From an optimization exercise on the open Yosys and OpenROAD flow, aimed at small area and few clock cycles per item; shortcuts taken in it are not production practice.
Only simulation tests tie the RTL to the original design; equivalence was not proved.

Design rgb_to_hsi_convert, start of the top module:
module rgb_to_hsi_convert #(
  parameter int unsigned HUE_FRAC_BITS = rhc_pkg::HUE_FRAC_DEF
) (
  input  logic        clk,
  input  logic        rst_n,
  input  logic        in_tvalid,
  output logic        in_tready,
  input  logic [23:0] in_tdata,    
  output logic        out_tvalid,
  input  logic        out_tready,
  output logic [47:0] out_tdata    
);
Size in the first run: roughly 330 flip-flops, ~78 I/O pins, ~50000 sq um of cells after synthesis.
export LEC_CHECK = 0
export ABC_AREA = 1
export CAP_MARGIN = 20
export CORE_MARGIN = 2
export CORE_UTILIZATION = 70
export CTS_BUF_LIST = sky130_fd_sc_hd__clkbuf_8
export SLEW_MARGIN = 20
create_clock -name core_clock -period 12.5 [get_ports {clk}]
run.sh (not shown) runs the stock make flow with config.mk's settings and CLKGATE_MAP_FILE= SYNTH_SCRIPT=/design/flow/synth_recipe.tcl, a recipe that flattens the netlist after the stock synthesis.
The first run completed without violations.
Testbench counts at the start, summed over its fixed seeds: cycles 16,032, items 16,000.
Change:
- CORE_UTILIZATION: 70 -> 80
- With this change the flow finished but failed the layout checks on negative setup slack
- fmax goes down by about a fifth
- worst hold slack got worse by 0.016 ns
- sequential share of layout area barely changes
- utilization goes up by 12 points
- wire length goes up by about a fifth
- global-route usage goes up by 6.6 points
Change:
- CORE_UTILIZATION: 80 -> 55
- CTS_BUF_LIST: sky130_fd_sc_hd__clkbuf_8 -> not set
- CTS_CLUSTER_DIAMETER: not set -> 60
- CTS_CLUSTER_SIZE: not set -> 30
=> With this change the flow finished with timing, DRC and antenna clean; hold slack gains 0.012 ns; routed wire length goes down by 14%; register-to-register slack gets better by 2.7 ns; fmax rises by 23%; worst setup slack improves by 2.7 ns.

---

Starting RTL as in the previous note.
==> flow/design.v (excerpt) <==
module rgb_to_hsi_convert #(
  parameter int unsigned HUE_FRAC_BITS = rhc_pkg::HUE_FRAC_DEF
) (
  input  logic        clk,
  input  logic        rst_n,
  input  logic        in_tvalid,
  output logic        in_tready,
  input  logic [23:0] in_tdata,    
  output logic        out_tvalid,
  input  logic        out_tready,
  output logic [47:0] out_tdata    
);
export LEC_CHECK = 0
export ABC_AREA = 1
export CAP_MARGIN = 10
export CORE_MARGIN = 2
export CORE_UTILIZATION = 70
export CTS_BUF_LIST = sky130_fd_sc_hd__clkbuf_8
export SLEW_MARGIN = 10
create_clock -name core_clock -period 12.5 [get_ports {clk}]
Testbench counts at the start, summed over its fixed seeds: cycles 16,032, items 16,000.
Rerun with:
Settings changed: CAP_MARGIN 10 to 20, CORE_UTILIZATION 70 to 55, CTS_BUF_LIST sky130_fd_sc_hd__clkbuf_8 to unset, SLEW_MARGIN 10 to 20.
After rerunning: Clock-buffer cell count is lower by 10. Hold slack improves by 0.0063 ns. Routed wire length came out higher by 3.6%. Sequential cell count stays the same. Die area is higher by 27%.

---

== old ==
rgb_to_hsi_convert again, from the RTL that the note above started with.
==> flow/config.mk <==
export PLATFORM = sky130hd
export DESIGN_NAME = rgb_to_hsi_convert
export DESIGN_NICKNAME = rgb_to_hsi_convert
export VERILOG_FILES = /design/flow/design.v
export SDC_FILE = /design/flow/constraint.sdc
export NUM_CORES = 4
export LEC_CHECK = 0
export ABC_AREA = 1
export CAP_MARGIN = 20
export CORE_MARGIN = 2
export CORE_UTILIZATION = 55
export CTS_BUF_LIST = sky130_fd_sc_hd__clkbuf_4 sky130_fd_sc_hd__clkbuf_8
export SLEW_MARGIN = 20
==> flow/constraint.sdc <==
create_clock -name core_clock -period 12.5 [get_ports {clk}]
set_input_delay 2.5000 -clock core_clock [delete_from_list [all_inputs] [get_ports {clk}]]
set_output_delay 2.5000 -clock core_clock [all_outputs]
set_load 0.01 [all_outputs]
Testbench counts of old, summed over its fixed seeds: cycles 16,032, items 16,000.
--- input diff old..new ---
Settings: a change of CTS_BUF_LIST from sky130_fd_sc_hd__clkbuf_4 sky130_fd_sc_hd__clkbuf_8 to sky130_fd_sc_hd__clkbuf_8; a change of CORE_UTILIZATION from 55 to 70.
==> flow/flow/run.sh (new file) <==
#!/bin/bash
# The standard layout (the standard.sh, standard synthesis unchanged), with ORFS's power
# recovery step enabled after global routing: repair_timing -recover_power downsizes gates
# on paths that keep positive slack. Each step's full output goes to its own log file here.
set -euo pipefail
export RECOVER_POWER=100
bash standard.sh synth > run_synth.log 2>&1
bash standard.sh finish > run_layout.log 2>&1
==> flow/standard.sh (new file) <==
#!/bin/bash
# synth_recipe.tcl (not shown) runs the flow's synth.tcl, then flattens the netlist and writes it again
# the make line also repeats each setting of config.mk as NAME=value (left out here)
make -C /OpenROAD-flow-scripts/flow DESIGN_CONFIG=/design/flow/config.mk WORK_HOME=/design/flow/orfs CLKGATE_MAP_FILE= SYNTH_SCRIPT=/design/flow/synth_recipe.tcl "${@:-finish}"
removed: flow/run.sh
==> comparison <==
new against old: number of rows created at floorplan lost 12, slack of the critical path moved down.
new: routing usage on met1 6.1 points above old
Layout-stage area growth over the synthesis result ends up higher on old.
old → new: share of the final layout cell area in multi-input gates rose by 1.0 points; total number of tap cells went down by 19%; wire length of the first global-routing pass dropped 11000 um; clock buffer count decreased 24; number of signal-net buffers in the layout now smaller.
cu_x_3907_q3 as the startpoint of the most critical setup path was reported by old, and ce_x_4825_q4 by new.
Post-route cell area: new better than old

## port drivers added, routing unchanged
The results above use ideal ports. As a check the final layouts listed here were re-extracted and re-timed, cells and wires unchanged.
Step 1 assumes that a clkbuf_16 drives the clock port and a buf_2 every other input.
Step 2 times the ports against the registers' clock, not the clock port: input delays grow and output delays shrink by t, the midpoint of the rising clock arrivals with the driver on.
a / b / c = ideal ports / drivers / drivers and shift; a / b = the first two.
| run | t (ns) | setup slack, ns | worst setup path at the end | slew at the worst register clock pin (ns) |
|---|---|---|---|---|
| the first run of note 1 | 0.752 | 0.514 / 0.445 / 0.202 | input to register | 0.07 / 0.07 |
| the second run of note 1 | 0.736 | -2.107 / -2.107 / -2.107 | register to register | 0.08 / 0.08 |
| the third run of note 1 | 0.661 | 0.598 / 0.598 / 0.079 | input to register | 0.09 / 0.09 |
| the first run of note 2 | 0.752 | 0.514 / 0.445 / 0.202 | input to register | 0.07 / 0.07 |
| the second run of note 2 | 0.663 | 0.684 / 0.620 / 0.097 | input to register | 0.07 / 0.07 |
| old | 0.746 | 0.577 / 0.577 / 0.002 | input to register | 0.07 / 0.07 |
| new | 0.752 | 0.515 / 0.446 / 0.203 | input to register | 0.07 / 0.07 |
For the second run of note 2, which loses most, drivers alone change the setup slack by -0.064 ns; drivers and shift together by -0.587 ns.
